Context: an optimization exercise on an open-source flow, tuned for a short achievable clock period and few clock cycles. The choices shown serve that exercise and are no tape-out recipe.
Only simulation tests tie the RTL to the original design; equivalence was not proved.
No activity file was given, so power comes from the tool's default toggle rates.

File: design/flow/config.mk
export PLATFORM = sky130hd
export DESIGN_NAME = lc3b_cpu
export DESIGN_NICKNAME = lc3b_cpu
export VERILOG_FILES = /design/flow/design.v
export SDC_FILE = /design/flow/constraint.sdc
export NUM_CORES = 4
export LEC_CHECK = 0
export CAP_MARGIN = 20
export CORE_MARGIN = 2
export CORE_UTILIZATION = 40
export SETUP_SLACK_MARGIN = 2.5
export SLEW_MARGIN = 20
export SYNTH_HIERARCHICAL = 1
File: design/flow/constraint.sdc
create_clock -name core_clock -period 5.5 [get_ports {clk}]
set_input_delay 1.1000 -clock core_clock [delete_from_list [all_inputs] [get_ports {clk}]]
set_output_delay 1.1000 -clock core_clock [all_outputs]
set_load 0.01 [all_outputs]
File: design/flow/design.v
package lc3b_pkg;
	typedef logic [15:0] lc3b_word;	 
	typedef logic [2:0] lc3b_reg;	 
	typedef logic [2:0] lc3b_cc;	 
	typedef logic [15:0] lc3b_ctrl;	 
	typedef enum logic [3:0] {
		op_br = 4'b0000,
		op_add = 4'b0001,
		op_ldb = 4'b0010,
		op_stb = 4'b0011,
		op_jsr = 4'b0100,	 
		op_and = 4'b0101,
		op_ldr = 4'b0110,
		op_str = 4'b0111,
		op_rti = 4'b1000,
		op_not = 4'b1001,
		op_ldi = 4'b1010,
		op_sti = 4'b1011,
		op_jmp = 4'b1100,
		op_shf = 4'b1101,
		op_lea = 4'b1110,
		op_trap = 4'b1111
	} lc3b_opcode;
	localparam int ctrl_ld_reg = 0;	 
	localparam int ctrl_ld_cc = 1;	 
	localparam int ctrl_sr2_needed = 2;
	localparam int ctrl_sr1_needed = 3;
	localparam int ctrl_alu_op = 4;	 
	localparam int ctrl_use_imm5 = 6;
	localparam int ctrl_addr_sel = 7;	 
	localparam int ctrl_mem_read = 8;
	localparam int ctrl_mem_write = 9;
	localparam int ctrl_byte_op = 10;
	localparam int ctrl_br_op = 11;
	localparam int ctrl_jmp_op = 12;
	localparam int ctrl_jsr_op = 13;
	localparam int ctrl_wb_sel = 14;	 
	localparam logic [1:0] alu_add = 2'b00;
	localparam logic [1:0] alu_and = 2'b01;
	localparam logic [1:0] alu_not = 2'b10;
	localparam logic [1:0] alu_shift = 2'b11;	 
	localparam logic [1:0] wb_alu = 2'b00;
	localparam logic [1:0] wb_addr = 2'b01;	 
	localparam logic [1:0] wb_load = 2'b10;
	localparam logic [1:0] wb_pc = 2'b11;	 
endpackage
`timescale 1ns/1ps
module lc3b_adder #(
	parameter int W = 16
) (
	input logic [W-1:0] a,
	input logic [W-1:0] b,
	input logic cin,
	output logic [W-1:0] sum,
	output logic cout
);
	localparam int L = (W > 8) ? 4 : (W > 4) ? 3 : (W > 2) ? 2 : 1;	 
	logic [(L+1)*W-1:0] g, p;
	assign g[W-1:0] = (a & b) | {{(W-1){1'b0}}, (a[0] ^ b[0]) & cin};
	assign p[W-1:0] = a ^ b;
	for (genvar l = 1; l <= L; l++) begin : gl
		for (genvar i = 0; i < W; i++) begin : gb
			if (i >= 2**(l-1)) begin : gc
				assign g[l*W+i] = g[(l-1)*W+i] | (p[(l-1)*W+i] & g[(l-1)*W+i-2**(l-1)]);
				assign p[l*W+i] = p[(l-1)*W+i] & p[(l-1)*W+i-2**(l-1)];
			end else begin : gp
				assign g[l*W+i] = g[(l-1)*W+i];
				assign p[l*W+i] = p[(l-1)*W+i];
			end
		end
	end
	if (W > 1) begin : gs
		assign sum = p[W-1:0] ^ {g[L*W +: W-1], cin};
	end else begin : gs1
		assign sum = p[0] ^ cin;
	end
	assign cout = g[L*W+W-1];
endmodule
module lc3b_alu (
	input logic [15:0] e_a,	 
	input logic [15:0] e_b,
	input logic [15:0] m_sum,	 
	input logic [15:0] m_lgc,
	input logic [15:0] m_shf,
	input logic [15:0] rdata,	 
	input logic [6:0] a_sel,
	input logic [6:0] b_sel,
	input logic [2:0] lsel,	 
	input logic [3:0] shamt,
	input logic [1:0] shtype,
	input logic [15:0] pass,
	output logic [15:0] sum,
	output logic [15:0] lgc,
	output logic [15:0] shf,
	output logic z_sum,	 
	output logic z_lgc,
	output logic z_shf
);
	logic [15:0] a, b;
	logic unused_cout;
	assign a = ({16{a_sel[0]}} & e_a) | ({16{a_sel[1]}} & m_sum) | ({16{a_sel[2]}} & m_lgc)
		| ({16{a_sel[3]}} & m_shf) | ({16{a_sel[4]}} & rdata)
		| ({16{a_sel[5]}} & {8'h00, rdata[7:0]}) | ({16{a_sel[6]}} & {8'h00, rdata[15:8]});
	assign b = ({16{b_sel[0]}} & e_b) | ({16{b_sel[1]}} & m_sum) | ({16{b_sel[2]}} & m_lgc)
		| ({16{b_sel[3]}} & m_shf) | ({16{b_sel[4]}} & rdata)
		| ({16{b_sel[5]}} & {8'h00, rdata[7:0]}) | ({16{b_sel[6]}} & {8'h00, rdata[15:8]});
	lc3b_adder #(.W(16)) add0 (.a, .b, .cin(1'b0), .sum, .cout(unused_cout));
	always_comb begin
		if (!shtype[0])
			shf = a << shamt;
		else if (!shtype[1])
			shf = a >> shamt;
		else
			shf = 16'($signed(a) >>> shamt);
	end
	assign lgc = ({16{lsel[0]}} & (a & b)) | ({16{lsel[1]}} & ~a) | ({16{lsel[2]}} & pass);
	assign z_lgc = (lgc == 16'h0000);
	assign z_sum = ((a ^ b) == {a[14:0] | b[14:0], 1'b0});
	logic [15:0] low_z, high_z;
	for (genvar j = 0; j < 16; j++) begin : gz
		assign low_z[j] = (a[j:0] == '0);
		assign high_z[j] = (a[15:j] == '0);
	end
	assign z_shf = shtype[0] ? high_z[shamt] : low_z[4'd15 - shamt];
endmodule
module lc3b_inc #(
	parameter int W = 16,
	parameter bit DEC = 1'b0
) (
	input logic [W-1:0] a,
	output logic [W-1:0] y
);
	logic [W-1:0] x;
	assign x = DEC ? ~a : a;
	assign y[0] = ~a[0];
	for (genvar i = 1; i < W; i++) begin : gi
		assign y[i] = a[i] ^ (&x[i-1:0]);
	end
endmodule
`timescale 1ns/1ps
module lc3b_fetch_npc (
	input logic [15:0] pc,
	input logic [15:0] rdata,	 
	input logic [127:0] trk_val,	 
	input logic [7:0] trk_v,
	input logic [2:0] bht,	 
	input logic [7:0] fwd_taken,	 
	input logic accept,	 
	input logic redirect,	 
	input logic [15:0] redirect_pc,
	input logic d_redirect,	 
	input logic [15:0] d_redirect_pc,
	output logic [15:0] pc2,	 
	output logic [15:0] tgt9,	 
	output logic [15:0] tgt11,	 
	output logic [15:0] npc,	 
	output logic pred_t,	 
	output logic [15:0] pc_next
);
	logic [8:0] lo9;
	logic [10:0] lo11;
	logic c9, c11;
	logic [5:0] hi6_p1, hi6_m1, hi6;
	logic [3:0] hi4_p1, hi4_m1, hi4;
	logic [3:0] op;
	logic br, jsr, jmp, static_t, flip;
	logic [15:0] npc_static, npc_flip, trk;
	logic [4:0] unused_c;
	lc3b_adder #(.W(15)) add_pc2 (
		.a(pc[15:1]), .b(15'd0), .cin(1'b1), .sum(pc2[15:1]), .cout(unused_c[0])
	);
	assign pc2[0] = pc[0];
	lc3b_adder #(.W(6)) add_hi6_p1 (
		.a(pc[15:10]), .b(6'd0), .cin(1'b1), .sum(hi6_p1), .cout(unused_c[1])
	);
	lc3b_adder #(.W(6)) add_hi6_m1 (
		.a(pc[15:10]), .b(6'h3f), .cin(1'b0), .sum(hi6_m1), .cout(unused_c[2])
	);
	lc3b_adder #(.W(4)) add_hi4_p1 (
		.a(pc[15:12]), .b(4'd0), .cin(1'b1), .sum(hi4_p1), .cout(unused_c[3])
	);
	lc3b_adder #(.W(4)) add_hi4_m1 (
		.a(pc[15:12]), .b(4'hf), .cin(1'b0), .sum(hi4_m1), .cout(unused_c[4])
	);
	lc3b_adder #(.W(9)) add_off9 (
		.a(pc[9:1]), .b(rdata[8:0]), .cin(1'b1), .sum(lo9), .cout(c9)
	);
	lc3b_adder #(.W(11)) add_off11 (
		.a(pc[11:1]), .b(rdata[10:0]), .cin(1'b1), .sum(lo11), .cout(c11)
	);
	always_comb begin
		case ({rdata[8], c9})
			2'b01: hi6 = hi6_p1;
			2'b10: hi6 = hi6_m1;
			default: hi6 = pc[15:10];
		endcase
		case ({rdata[10], c11})
			2'b01: hi4 = hi4_p1;
			2'b10: hi4 = hi4_m1;
			default: hi4 = pc[15:12];
		endcase
	end
	assign tgt9 = {hi6, lo9, pc[0]};
	assign tgt11 = {hi4, lo11, pc[0]};
	assign op = rdata[15:12];
	assign br = (op == 4'b0000) & (rdata[11:9] != 3'b000);
	assign jsr = (op == 4'b0100) & rdata[11];
	assign jmp = ((op == 4'b1100) | ((op == 4'b0100) & ~rdata[11])) & trk_v[rdata[8:6]];
	assign trk = trk_val[16*rdata[8:6] +: 16];
	assign static_t = br & (rdata[8] | fwd_taken[rdata[11:9]]);
	assign flip = br & ~rdata[8] & bht[2] & (bht[1] != fwd_taken[rdata[11:9]]);
	assign pred_t = static_t ^ flip;
	always_comb begin
		if (jsr)
			npc_static = tgt11;
		else if (static_t)
			npc_static = tgt9;
		else if (jmp)
			npc_static = trk;
		else
			npc_static = pc2;
	end
	assign npc_flip = static_t ? pc2 : tgt9;
	assign npc = flip ? npc_flip : npc_static;
	always_comb begin
		if (redirect)
			pc_next = redirect_pc;
		else if (d_redirect)
			pc_next = d_redirect_pc;
		else if (accept)
			pc_next = npc;
		else
			pc_next = pc;
	end
endmodule
`timescale 1ns/1ps
module lc3b_cpu #(
	parameter lc3b_pkg::lc3b_word reset_pc = 16'h0000	 
) (
	input logic clk,
	input logic rst_n,
	input lc3b_pkg::lc3b_word imem_rdata,
	input logic imem_resp,
	input lc3b_pkg::lc3b_word dmem_rdata,
	input logic dmem_resp,
	output logic imem_read,
	output lc3b_pkg::lc3b_word imem_address,
	output logic dmem_read,
	output logic dmem_write,
	output lc3b_pkg::lc3b_word dmem_address,
	output lc3b_pkg::lc3b_word dmem_wdata,
	output logic [1:0] dmem_byte_enable
);
	localparam logic [7:0] fwd_taken = 8'b1010_1000;	 
	localparam int bht_bits = 7;
	logic [15:0] pc;
	logic [15:0] regs [8];	 
	logic d_valid;
	logic [15:0] d_ir, d_pc2, d_tgt, d_npc;
	logic d_pred_t;
	logic [bht_bits-1:0] d_idx;
	logic [2:0] d_bht;	 
	logic e_valid;
	logic [15:0] e_a, e_b, e_sd, e_pass, e_pc2, e_tgt, e_npc;
	logic [6:0] e_a_sel, e_b_sel;
	logic e_fwd_sd;
	logic e_neq;	 
	logic e_wr, e_setcc, e_load, e_store, e_byte, e_br, e_jmp;
	logic [2:0] e_dr, e_nzp;
	logic [4:0] e_sel;	 
	logic [3:0] e_shamt;
	logic [1:0] e_shtype;
	logic e_mis_t, e_mis_nt;	 
	logic [bht_bits-1:0] e_idx;
	logic [1:0] e_cnt_t, e_cnt_nt;	 
	logic m_valid, m_wr, m_setcc, m_load, m_byte;
	logic [2:0] m_dr;
	logic [15:0] m_sum, m_lgc, m_shf, m_result;
	logic [2:0] m_rsel;	 
	logic m_z;	 
	logic [2:0] cc;
	logic mem_stall, ld_use, redirect, full_redirect, taken;
	logic d_red;	 
	logic [15:0] d_rpc;
	logic [15:0] redirect_pc, sum;
	logic [15:0] rdata_sel, m_val;
	logic [2:0] m_cc;
	assign mem_stall = (dmem_read | dmem_write) & ~dmem_resp;
	assign m_result = ({16{m_rsel[0]}} & m_sum) | ({16{m_rsel[1]}} & m_lgc)
		| ({16{m_rsel[2]}} & m_shf);
	assign rdata_sel = m_byte ? {8'h00, dmem_address[0] ? dmem_rdata[15:8] : dmem_rdata[7:0]}
		: dmem_rdata;	 
	assign m_val = m_load ? rdata_sel : m_result;
	assign m_cc = {m_val[15], m_val == 16'h0000, ~m_val[15] & (m_val != 16'h0000)};
	logic [15:0] pc2_f, f_tgt9, f_tgt11, f_npc;
	logic [3:0] f_op;
	logic f_br, f_jsr, f_jsrr, f_lea, f_pred_t, f_accept;
	logic [15:0] trk_val [8];	 
	logic [7:0] trk_v;
	logic [2:0] trk_cc;
	logic trk_cc_v;
	logic trk_fix;	 
	logic s2_wr, s2_and, s2_setcc, s2_cc_v;	 
	logic [2:0] s2_dr;
	logic [15:0] s2_x, s2_imm, s2_sum, s2_res;
	logic unused_s2c, s2_z;
	logic [5:0] s2_nimm;	 
	logic [1:0] bht_c [2**bht_bits];	 
	logic [2**bht_bits-1:0] bht_v;
	assign imem_address = pc;
	assign f_op = imem_rdata[15:12];
	assign f_br = (f_op == 4'b0000) & (imem_rdata[11:9] != 3'b000);
	assign f_jsr = (f_op == 4'b0100) & imem_rdata[11];
	assign f_jsrr = (f_op == 4'b0100) & ~imem_rdata[11];
	assign f_lea = (f_op == 4'b1110);
	logic [127:0] trk_flat;
	logic [15:0] pc_next;
	logic [2:0] bht_rd;	 
	logic [bht_bits-1:0] bht_key;	 
	for (genvar i = 0; i < 8; i++) begin : gtrk
		assign trk_flat[16*i +: 16] = trk_val[i];
	end
	logic [2:0] bht_next [2**bht_bits];
	for (genvar i = 0; i < 2**bht_bits; i++) begin : gbht
		assign bht_next[i] = {bht_v[(i + 1) % (2**bht_bits)], bht_c[(i + 1) % (2**bht_bits)]};
	end
	lc3b_fetch_npc fetch_npc0 (
		.pc, .rdata(imem_rdata), .trk_val(trk_flat), .trk_v, .bht(bht_rd), .fwd_taken,
		.accept(f_accept), .redirect(~mem_stall & full_redirect), .redirect_pc,
		.d_redirect(d_red), .d_redirect_pc(d_rpc),
		.pc2(pc2_f), .tgt9(f_tgt9), .tgt11(f_tgt11), .npc(f_npc), .pred_t(f_pred_t), .pc_next
	);
	lc3b_adder #(.W(16)) add_s2 (.a(s2_x), .b(s2_imm), .cin(1'b0), .sum(s2_sum), .cout(unused_s2c));
	assign s2_res = s2_and ? (s2_x & s2_imm) : s2_sum;
	assign s2_z = s2_and ? ((s2_x & s2_imm) == 16'h0000) : (s2_x == {{10{s2_nimm[5]}}, s2_nimm});
	logic [15:0] f_x;
	logic f_xv, f_wr, f_setcc, f_known;
	assign f_x = trk_val[imem_rdata[8:6]];
	assign f_xv = trk_v[imem_rdata[8:6]] & ~trk_fix;
	assign f_wr = (f_op == 4'b0001) | (f_op == 4'b0101) | (f_op == 4'b1001) | (f_op == 4'b1101)
		| (f_op == 4'b0110) | (f_op == 4'b0010) | f_lea | f_jsr | f_jsrr;
	assign f_setcc = (f_op == 4'b0001) | (f_op == 4'b0101) | (f_op == 4'b1001) | (f_op == 4'b1101)
		| (f_op == 4'b0110) | (f_op == 4'b0010);
	assign f_known = imem_rdata[5] & ~trk_fix & (((f_op == 4'b0001) & f_xv)
		| ((f_op == 4'b0101) & (f_xv | (imem_rdata[4:0] == 5'd0))));
	assign f_accept = imem_read & imem_resp & ~mem_stall & ~ld_use;
	always_ff @(posedge clk) begin
		if (!rst_n) begin
			imem_read <= 1'b0;
			pc <= reset_pc;
			bht_key <= '0;
			bht_rd <= 3'b000;
			trk_v <= 8'hff;
			for (int i = 0; i < 8; i++)
				trk_val[i] <= 16'h0000;
			trk_cc <= 3'b010;
			trk_cc_v <= 1'b1;
			trk_fix <= 1'b0;
			s2_wr <= 1'b0;
			s2_setcc <= 1'b0;
		end else begin
			imem_read <= 1'b1;
			pc <= pc_next;
			if (f_accept) begin
				bht_key <= pc2_f[bht_bits:1];
				bht_rd <= bht_next[pc[bht_bits:1]];
			end
			trk_fix <= ~mem_stall & full_redirect;
			if (trk_fix) begin
				for (int i = 0; i < 7; i++)
					trk_val[i] <= regs[i];
				trk_val[7] <= (m_valid && m_wr) ? m_lgc : regs[7];
				trk_v <= 8'hff;
				trk_cc <= cc;
				trk_cc_v <= 1'b1;
				if (d_valid && d_wr)
					trk_v[d_dr] <= 1'b0;
				if (d_valid && d_setcc)
					trk_cc_v <= 1'b0;
			end else if (s2_wr || s2_setcc) begin
				if (s2_wr) begin
					trk_val[s2_dr] <= s2_res;
					trk_v[s2_dr] <= 1'b1;
				end
				trk_cc <= {s2_res[15], s2_z, ~s2_res[15] & ~s2_z};
				trk_cc_v <= s2_cc_v;
			end
			s2_wr <= 1'b0;
			s2_setcc <= 1'b0;
			if (f_accept && f_wr) begin
				if (f_lea) begin
					trk_val[imem_rdata[11:9]] <= f_tgt9;
					trk_v[imem_rdata[11:9]] <= ~trk_fix;
				end else if (f_jsr || f_jsrr) begin
					trk_val[7] <= pc2_f;
					trk_v[7] <= ~trk_fix;
				end else if (f_op == 4'b0101 && imem_rdata[5] && imem_rdata[4:0] == 5'd0) begin
					trk_val[imem_rdata[11:9]] <= 16'h0000;	 
					trk_v[imem_rdata[11:9]] <= ~trk_fix;
				end else begin
					trk_v[imem_rdata[11:9]] <= 1'b0;	 
				end
			end
			if (f_accept && f_setcc) begin
				s2_setcc <= 1'b1;
				s2_wr <= f_known;
				s2_cc_v <= f_known;
			end
			s2_and <= f_op[2];
			s2_dr <= imem_rdata[11:9];
			s2_x <= (f_op[2] & ~f_xv) ? 16'h0000 : f_x;	 
			s2_imm <= {{11{imem_rdata[4]}}, imem_rdata[4:0]};
			s2_nimm <= 6'd0 - {imem_rdata[4], imem_rdata[4:0]};
		end
	end
	always_ff @(posedge clk) begin
		if (!rst_n)
			d_valid <= 1'b0;
		else if (!mem_stall && !ld_use)
			d_valid <= imem_read & imem_resp & ~full_redirect & ~d_red;
		if (!mem_stall && !ld_use) begin
			d_ir <= imem_rdata;
			d_pc2 <= pc2_f;
			d_tgt <= f_lea | f_br ? f_tgt9 : f_tgt11;
			d_npc <= f_npc;
			d_pred_t <= f_pred_t;
			d_idx <= bht_key;
			d_bht <= bht_rd;
		end
	end
	logic [3:0] d_op;
	logic [2:0] d_sr1, d_sr2, d_dr;
	logic d_store, d_load, d_byte, d_wr, d_setcc, d_use_a, d_use_b, d_br, d_jmp;
	logic [15:0] rf_a, rf_b, d_a, d_b, d_sd;
	logic [4:0] d_sel;
	assign d_op = d_ir[15:12];
	assign d_store = (d_op == 4'b0111) | (d_op == 4'b0011);
	assign d_load = (d_op == 4'b0110) | (d_op == 4'b0010);
	assign d_byte = (d_op == 4'b0010) | (d_op == 4'b0011);
	assign d_sr1 = d_ir[8:6];
	assign d_sr2 = d_store ? d_ir[11:9] : d_ir[2:0];
	assign d_dr = (d_op == 4'b0100) ? 3'b111 : d_ir[11:9];
	assign d_setcc = (d_op == 4'b0001) | (d_op == 4'b0101) | (d_op == 4'b1001)
		| (d_op == 4'b1101) | d_load;
	assign d_wr = d_setcc | (d_op == 4'b1110) | (d_op == 4'b0100);
	assign d_use_a = d_setcc | d_store | (d_op == 4'b1100) | ((d_op == 4'b0100) & ~d_ir[11]);
	assign d_use_b = ((d_op == 4'b0001) | (d_op == 4'b0101)) & ~d_ir[5];
	assign d_br = (d_op == 4'b0000) & (d_ir[11:9] != 3'b000);
	assign d_jmp = (d_op == 4'b1100) | ((d_op == 4'b0100) & ~d_ir[11]);
	assign d_sel[0] = (d_op == 4'b0001) | d_load | d_store;
	assign d_sel[1] = (d_op == 4'b0101);
	assign d_sel[2] = (d_op == 4'b1001);
	assign d_sel[3] = (d_op == 4'b1101);
	assign d_sel[4] = (d_op == 4'b1110) | (d_op == 4'b0100);
	always_ff @(posedge clk) begin
		if (!rst_n) begin
			for (int i = 0; i < 8; i++)
				regs[i] <= 16'h0000;
		end else if (!mem_stall && m_valid && m_wr) begin
			regs[m_dr] <= m_val;
		end
	end
	assign rf_a = regs[d_sr1];
	assign rf_b = regs[d_sr2];
	assign d_a = (m_valid & m_wr & (m_dr == d_sr1)) ? m_val : rf_a;
	assign d_sd = (m_valid & m_wr & (m_dr == d_sr2)) ? m_val : rf_b;
	always_comb begin
		if (d_load | d_store)
			d_b = d_byte ? {{10{d_ir[5]}}, d_ir[5:0]} : {{9{d_ir[5]}}, d_ir[5:0], 1'b0};
		else if (d_ir[5])
			d_b = {{11{d_ir[4]}}, d_ir[4:0]};
		else
			d_b = d_sd;
	end
	logic d_taken, d_mis, d_pred_fix;
	assign d_taken = |(d_ir[11:9] & trk_cc);
	assign d_mis = d_valid & d_br & trk_cc_v & ~trk_fix & (d_taken != d_pred_t)
		& (d_ir[8:0] != 9'd0);
	assign d_red = d_mis & ~mem_stall & ~ld_use & ~redirect;
	assign d_rpc = d_taken ? d_tgt : d_pc2;
	assign d_pred_fix = d_mis ? d_taken : d_pred_t;
	logic hit_a, hit_b, fwd_b;
	logic [1:0] d_cnt_inc, d_cnt_dec;
	assign hit_a = e_valid & e_wr & (e_dr == d_sr1);
	assign hit_b = e_valid & e_wr & (e_dr == d_sr2);
	assign fwd_b = hit_b & d_use_b;
	assign ld_use = d_valid & e_valid & ((e_load & d_br) | (d_jmp & hit_a & ~e_sel[4]));
	assign d_cnt_inc = (d_bht[1:0] == 2'b11) ? 2'b11 : d_bht[1:0] + 2'b01;
	assign d_cnt_dec = (d_bht[1:0] == 2'b00) ? 2'b00 : d_bht[1:0] - 2'b01;
	always_ff @(posedge clk) begin
		if (!rst_n)
			e_valid <= 1'b0;
		else if (!mem_stall)
			e_valid <= d_valid & ~ld_use & ~redirect;
		if (!mem_stall) begin
			e_a <= d_a;
			e_b <= d_b;
			e_sd <= d_sd;
			e_pass <= (d_op == 4'b1110) ? d_tgt : d_pc2;
			e_pc2 <= d_pc2;
			e_tgt <= d_tgt;
			e_npc <= d_npc;
			e_neq <= hit_a ? (e_pass != d_npc) : (d_a != d_npc);
			e_a_sel <= {hit_a & e_load & e_byte & sum[0], hit_a & e_load & e_byte & ~sum[0],
				hit_a & e_load & ~e_byte, hit_a & ~e_load & e_sel[3],
				hit_a & ~e_load & (e_sel[1] | e_sel[2] | e_sel[4]), hit_a & ~e_load & e_sel[0],
				~hit_a};
			e_b_sel <= {fwd_b & e_load & e_byte & sum[0], fwd_b & e_load & e_byte & ~sum[0],
				fwd_b & e_load & ~e_byte, fwd_b & ~e_load & e_sel[3],
				fwd_b & ~e_load & (e_sel[1] | e_sel[2] | e_sel[4]), fwd_b & ~e_load & e_sel[0],
				~fwd_b};
			e_fwd_sd <= hit_b;
			e_wr <= d_wr;
			e_setcc <= d_setcc;
			e_load <= d_load;
			e_store <= d_store;
			e_byte <= d_byte;
			e_br <= d_br;
			e_jmp <= d_jmp;
			e_dr <= d_dr;
			e_nzp <= d_ir[11:9];
			e_sel <= d_sel;
			e_shamt <= d_ir[3:0];
			e_shtype <= d_ir[5:4];
			e_mis_t <= ~d_pred_fix & (d_ir[8:0] != 9'd0);
			e_mis_nt <= d_pred_fix & (d_ir[8:0] != 9'd0);
			e_idx <= d_idx;
			e_cnt_t <= d_bht[2] ? d_cnt_inc : 2'b10;
			e_cnt_nt <= d_bht[2] ? d_cnt_dec : 2'b01;
		end
	end
	logic [15:0] a_reg, sd, lgc, shf;
	logic z_sum, z_lgc, z_shf;
	assign a_reg = e_a_sel[0] ? e_a : m_result;
	assign sd = e_fwd_sd ? m_val : e_sd;	 
	lc3b_alu alu0 (
		.e_a, .e_b, .m_sum, .m_lgc, .m_shf, .rdata(dmem_rdata), .a_sel(e_a_sel), .b_sel(e_b_sel),
		.lsel({e_sel[4], e_sel[2], e_sel[1]}), .shamt(e_shamt), .shtype(e_shtype), .pass(e_pass),
		.sum, .lgc, .shf, .z_sum, .z_lgc, .z_shf
	);
	logic [2:0] cc_reg;
	logic m_n;
	assign m_n = (m_rsel[0] & m_sum[15]) | (m_rsel[1] & m_lgc[15]) | (m_rsel[2] & m_shf[15]);
	assign cc_reg = (m_valid & m_setcc & ~m_load) ? {m_n, m_z, ~m_n & ~m_z} : cc;
	assign taken = |(e_nzp & cc_reg);
	logic jmp_mis, red_t, red_nt, fred_t, fred_nt;
	assign jmp_mis = e_jmp & e_neq;
	assign red_t = e_valid & ((e_br & e_mis_t) | jmp_mis);
	assign red_nt = e_valid & ((e_br & e_mis_nt) | jmp_mis);
	assign fred_t = e_valid & ((e_br & e_mis_t & (pc != e_tgt)) | jmp_mis);
	assign fred_nt = e_valid & ((e_br & e_mis_nt & (pc != e_pc2)) | jmp_mis);
	assign redirect = taken ? red_t : red_nt;
	assign full_redirect = taken ? fred_t : fred_nt;
	assign redirect_pc = e_jmp ? a_reg : (taken ? e_tgt : e_pc2);
	always_ff @(posedge clk) begin
		if (!rst_n)
			bht_v <= '0;
		else if (!mem_stall && e_valid && e_br) begin
			bht_v[e_idx] <= 1'b1;
			bht_c[e_idx] <= taken ? e_cnt_t : e_cnt_nt;
		end
	end
	always_ff @(posedge clk) begin
		if (!rst_n) begin
			m_valid <= 1'b0;
			dmem_read <= 1'b0;
			dmem_write <= 1'b0;
			dmem_byte_enable <= 2'b00;
		end else if (!mem_stall) begin
			m_valid <= e_valid;
			dmem_read <= e_valid & e_load;
			dmem_write <= e_valid & e_store;
			if (e_valid & (e_load | e_store))
				dmem_byte_enable <= e_byte ? (sum[0] ? 2'b10 : 2'b01) : 2'b11;
			else
				dmem_byte_enable <= 2'b00;
		end
		if (!mem_stall) begin
			m_wr <= e_wr;
			m_setcc <= e_setcc;
			m_load <= e_load;
			m_byte <= e_byte;
			m_dr <= e_dr;
			m_sum <= sum;
			m_lgc <= lgc;
			m_shf <= shf;
			m_rsel <= {e_sel[3], e_sel[1] | e_sel[2] | e_sel[4], e_sel[0]};
			m_z <= (e_sel[0] & z_sum) | ((e_sel[1] | e_sel[2] | e_sel[4]) & z_lgc) | (e_sel[3] & z_shf);
			dmem_address <= sum;
			dmem_wdata <= e_byte ? {sd[7:0], sd[7:0]} : sd;
		end
	end
	always_ff @(posedge clk) begin
		if (!rst_n)
			cc <= 3'b010;	 
		else if (!mem_stall && m_valid && m_setcc)
			cc <= m_cc;
	end
endmodule
File: design/flow/run.sh
#!/bin/bash
# synth_recipe.tcl (not shown) runs the flow's synth.tcl, then flattens the netlist and writes it again
# the make line also repeats each setting of config.mk as NAME=value (left out here)
make -C /OpenROAD-flow-scripts/flow DESIGN_CONFIG=/design/flow/config.mk WORK_HOME=/design/flow/orfs CLKGATE_MAP_FILE= SYNTH_SCRIPT=/design/flow/synth_recipe.tcl finish
==> flow_results.xml <==
<?xml version="1.0" encoding="UTF-8"?>
<metrics>
  <group name="finish">
    <metric name="registers.top_by_ff_count" unit="">bht_c</metric>
    <metric name="final_nets" unit="">6028</metric>
    <metric name="largest_register_ffs" unit="">256</metric>
    <metric name="finish.cell_count_without_fillers" unit="">7847</metric>
    <metric name="fillCellCount" unit="">12588</metric>
    <metric name="syn2layout_area_growth" unit="%">26.5</metric>
    <metric name="drive_above_1_share" unit="%">26.8</metric>
  </group>
  <group name="global_routing">
    <metric name="grt_max_degree" unit="">148</metric>
    <metric name="globalRoute.totalOverflow" unit="">0</metric>
    <metric name="grt_util_all_layers" unit="%">32.1</metric>
    <metric name="antenna_found_initial" unit="">16</metric>
    <metric name="first_pass_grt_wire_length" unit="um">344000</metric>
    <metric name="grt_pass1_vias" unit="">46547</metric>
  </group>
  <group name="routing">
    <metric name="route.detailed.wl_per_inst" unit="um">32.1</metric>
    <metric name="via_count" unit="">51971</metric>
    <metric name="drc_violations_left" unit="">0</metric>
    <metric name="vias_per_cell" unit="">6.62</metric>
    <metric name="drt-pass1-iter-count" unit="">12</metric>
    <metric name="drtAntennaViolNets" unit="">0</metric>
    <metric name="routed_wirelength" unit="um">252000</metric>
    <metric name="drc_violation_total_after_the_first_tritonroute_iteration" unit="">8950</metric>
  </group>
  <group name="critical_path">
    <metric name="start_kind" unit="">flip-flop</metric>
    <metric name="critPathMaxFanout" unit="">8</metric>
    <metric name="crit_path_end_kind" unit="">flip-flop</metric>
    <metric name="cp.required" unit="ns">6.19</metric>
    <metric name="worstPathArrival" unit="ns">4.13</metric>
    <metric name="critPathKind" unit="">reg -&gt; reg</metric>
  </group>
  <group name="cts">
    <metric name="cts_tree" unit="">done</metric>
    <metric name="htree_num_levels" unit="">3</metric>
    <metric name="cts_inserted_buffers" unit="">114</metric>
    <metric name="clock_insertion_delay_worst_skew" unit="ns">0.80</metric>
    <metric name="clkTransAtPathRegs" unit="ns">0.07</metric>
    <metric name="cts_num_sinks" unit="">1025</metric>
    <metric name="clockBufferDepth" unit="">3</metric>
    <metric name="root_driver" unit="">sky130_fd_sc_hd__clkbuf_16</metric>
  </group>
  <group name="die">
    <metric name="initial_utilization" unit="%">40.2</metric>
    <metric name="fp.dieArea" unit="um^2">147000</metric>
    <metric name="count_of_pins_on_the_block_boundary" unit="">89</metric>
    <metric name="placeableCoreArea" unit="um^2">143000</metric>
    <metric name="fp-row-count" unit="">139</metric>
    <metric name="die-width" unit="um">384</metric>
    <metric name="die_h" unit="um">384</metric>
  </group>
  <group name="placed_design">
    <metric name="place_worst_setup_slack" unit="ns">0.676</metric>
    <metric name="globalplace.congestion" unit="">1.01</metric>
    <metric name="post-place-cells" unit="">7235</metric>
    <metric name="dp.final_hpwl" unit="um">167000</metric>
    <metric name="portBuffers" unit="">88</metric>
  </group>
  <group name="worst_hold_path">
    <metric name="hold_crit_path_type" unit="">reg -&gt; reg</metric>
  </group>
  <group name="timing">
    <metric name="finalSetupViolations" unit="">0</metric>
    <metric name="final.setup.worst_slack" unit="ns">2.07</metric>
    <metric name="worst_slew_pin_slew" unit="ns">1.15</metric>
    <metric name="fin_setup_tns" unit="ns">0</metric>
    <metric name="final-hold-violation-count" unit="">0</metric>
    <metric name="clock-skew-final" unit="ns">0.0867</metric>
    <metric name="report.final.slew_viol_count" unit="">0</metric>
    <metric name="slew_headroom" unit="%">22.7</metric>
    <metric name="grt_setup_unrepaired" unit="">yes</metric>
    <metric name="max_freq" unit="MHz">291</metric>
    <metric name="layout_min_cycle_time" unit="ns">3.43</metric>
    <metric name="post-route-period-util" unit="%">62.4</metric>
  </group>
  <group name="flow_run">
    <metric name="drv.max_cap_violation_count" unit="">0</metric>
  </group>
  <group name="power_and_ir_drop">
    <metric name="comb_power_share" unit="%">22.4</metric>
    <metric name="static-leakage-power" unit="uW">0.0262</metric>
    <metric name="post-layout-total-power" unit="uW">22600</metric>
    <metric name="p_sw_share" unit="%">32.2</metric>
    <metric name="power.density_cell_area" unit="nW/um^2">310</metric>
    <metric name="switching_power" unit="uW">7290</metric>
    <metric name="peakVddDrop" unit="V">0.000291</metric>
    <metric name="p_seq_share" unit="%">42.6</metric>
    <metric name="pwr-share-clk" unit="%">34.9</metric>
    <metric name="internal_power" unit="uW">15300</metric>
  </group>
  <group name="logic_synthesis">
    <metric name="syn_inst" unit="">5427</metric>
    <metric name="synth-warning-count" unit="">10</metric>
    <metric name="synthesis.area" unit="um^2">57600</metric>
    <metric name="syn_avg_cell_area" unit="um^2">10.6</metric>
  </group>
  <group name="run_status">
    <metric name="outcome" unit="">finished clean</metric>
  </group>
</metrics>
==> worst max-delay path: stages, from the launching register on <==
cell                       delay [ns]
sky130_fd_sc_hd__edfxtp_1        0.51
sky130_fd_sc_hd__a222oi_1        0.43
sky130_fd_sc_hd__buf_4           0.21
sky130_fd_sc_hd__mux2i_1         0.07
sky130_fd_sc_hd__a222oi_1        0.32
sky130_fd_sc_hd__buf_4           0.20
sky130_fd_sc_hd__mux2i_1         0.07
sky130_fd_sc_hd__nor2_1          0.17
sky130_fd_sc_hd__nor3b_2         0.07
sky130_fd_sc_hd__buf_6           0.15
sky130_fd_sc_hd__buf_12          0.13
sky130_fd_sc_hd__buf_16          0.14
sky130_fd_sc_hd__nor2b_4         0.19
sky130_fd_sc_hd__buf_4           0.17
sky130_fd_sc_hd__and2_4          0.17
sky130_fd_sc_hd__o21a_1          0.12
sky130_fd_sc_hd__a21oi_1         0.05
sky130_fd_sc_hd__and2_1          0.16
==> cell usage in the layout, fill, tap and decap left out, drive strengths merged, types with 57 or more instances in the layout <==
master / n
inv: 167
nor2b: 121
a22oi: 152
edfxtp: 826
xnor2: 70
o21ai: 195
ha: 128
mux2: 86
a21oi: 336
xor2: 82
mux4: 101
a221oi: 105
nand3: 192
dfxtp: 199
mux2i: 112
buf: 536
a222oi: 68
a31oi: 72
conb: 57
nor2: 504
nor3: 78
o21a: 112
nand2: 530
clkbuf: 173
==> area by class of cell <==
class                           instances  area [um^2]  share of cell area (%)
Timing Repair Buffer                  637         6580                    9.03
Multi-Input combinational cell       3900        30600                    42.0
Clock inverter                         64          747                    1.02
Antenna cell                            1         2.50                 0.00343
Tap cell                             1903         2380                    3.27
Sequential cell                      1025        28800                    39.6
Inverter                              168          669                   0.918
Clock buffer                          149         3050                    4.19
==> metrics by stage <==
step	hold WS, ns	instance area, um^2	util, %
after global placement	0.400	61100	42.6
after floorplan	0.400	58100	-
after detailed placement	0.407	61100	42.6
after global routing	0.427	72900	50.9
after CTS	0.421	69000	48.1
final	0.419	72900	50.9
==> worst paths after layout <==
kind         slack (ns)           startpoint                 end  depth (start not counted)
min reg2reg        0.42   d_idx[3]$_DFFE_PP_  e_idx[3]$_DFFE_PN_                          0
min                0.42   d_idx[3]$_DFFE_PP_  e_idx[3]$_DFFE_PN_                          0
max                2.07  m_sum[15]$_DFFE_PN_    pc[3]$_SDFF_PN0_                         17
max reg2reg        2.07  m_sum[15]$_DFFE_PN_    pc[3]$_SDFF_PN0_                         17
==> timing repair <==
item                                   in CTS  in global routing
endpoints found under the hold margin       0                  0
setup endpoints to repair                1096                586
gates resized for setup                   523                493
hold buffers                                0                  0
cloned                                     24                 26
buffers inserted                          213                135
pin swaps                                 102                200
==> routing by layer <==
| layer | up-vias | track usage, % | routed length, um |
|---|---|---|---|
| li1 | 21556 | - | - |
| met1 | 25422 | 44.1 | 93700 |
| met2 | 4120 | 46.8 | 107000 |
| met3 | 849 | 8.50 | 35300 |
| met4 | 24 | 15.6 | 15900 |
| met5 | - | 0.585 | 245 |
==> power by group through the flow <==
stage,Sequential (uW),Clock (uW),Combinational (uW)
4_1_cts,9600,7920,4420
3_3_place_gp,9810,0,3880
2_1_floorplan,9420,0,2380
5_1_grt,9640,8210,5260
3_5_place_dp,9820,0,3900
6_report,9640,7900,5070
Testbench counts, summed over its fixed seeds: cycles 45,774.

static timing again, ports no longer ideal:
The results above use ideal ports. As a check the final layout listed here was re-extracted and re-timed, cells and wires unchanged.
Step 1 sets driving cells, clkbuf_16 on the clock port and buf_2 on the other inputs (assumed; they add their load-dependent delay and slew).
Step 2 times the ports against the registers' clock, not the clock port: input delays grow and output delays shrink by t, the midpoint of the rising clock arrivals with the driver on.
Slacks: ideal ports / drivers / drivers and shift; pairs: ideal ports / drivers.
shift t [ns]: 0.848
setup slack, ns: 2.068 / 2.068 / 1.383
slew at the worst register clock pin (ns): 0.07 / 0.07
After both steps setup and hold are still met in this run. The setup slack of this run moves by 0.000 ns with the drivers and by -0.685 ns with both steps.
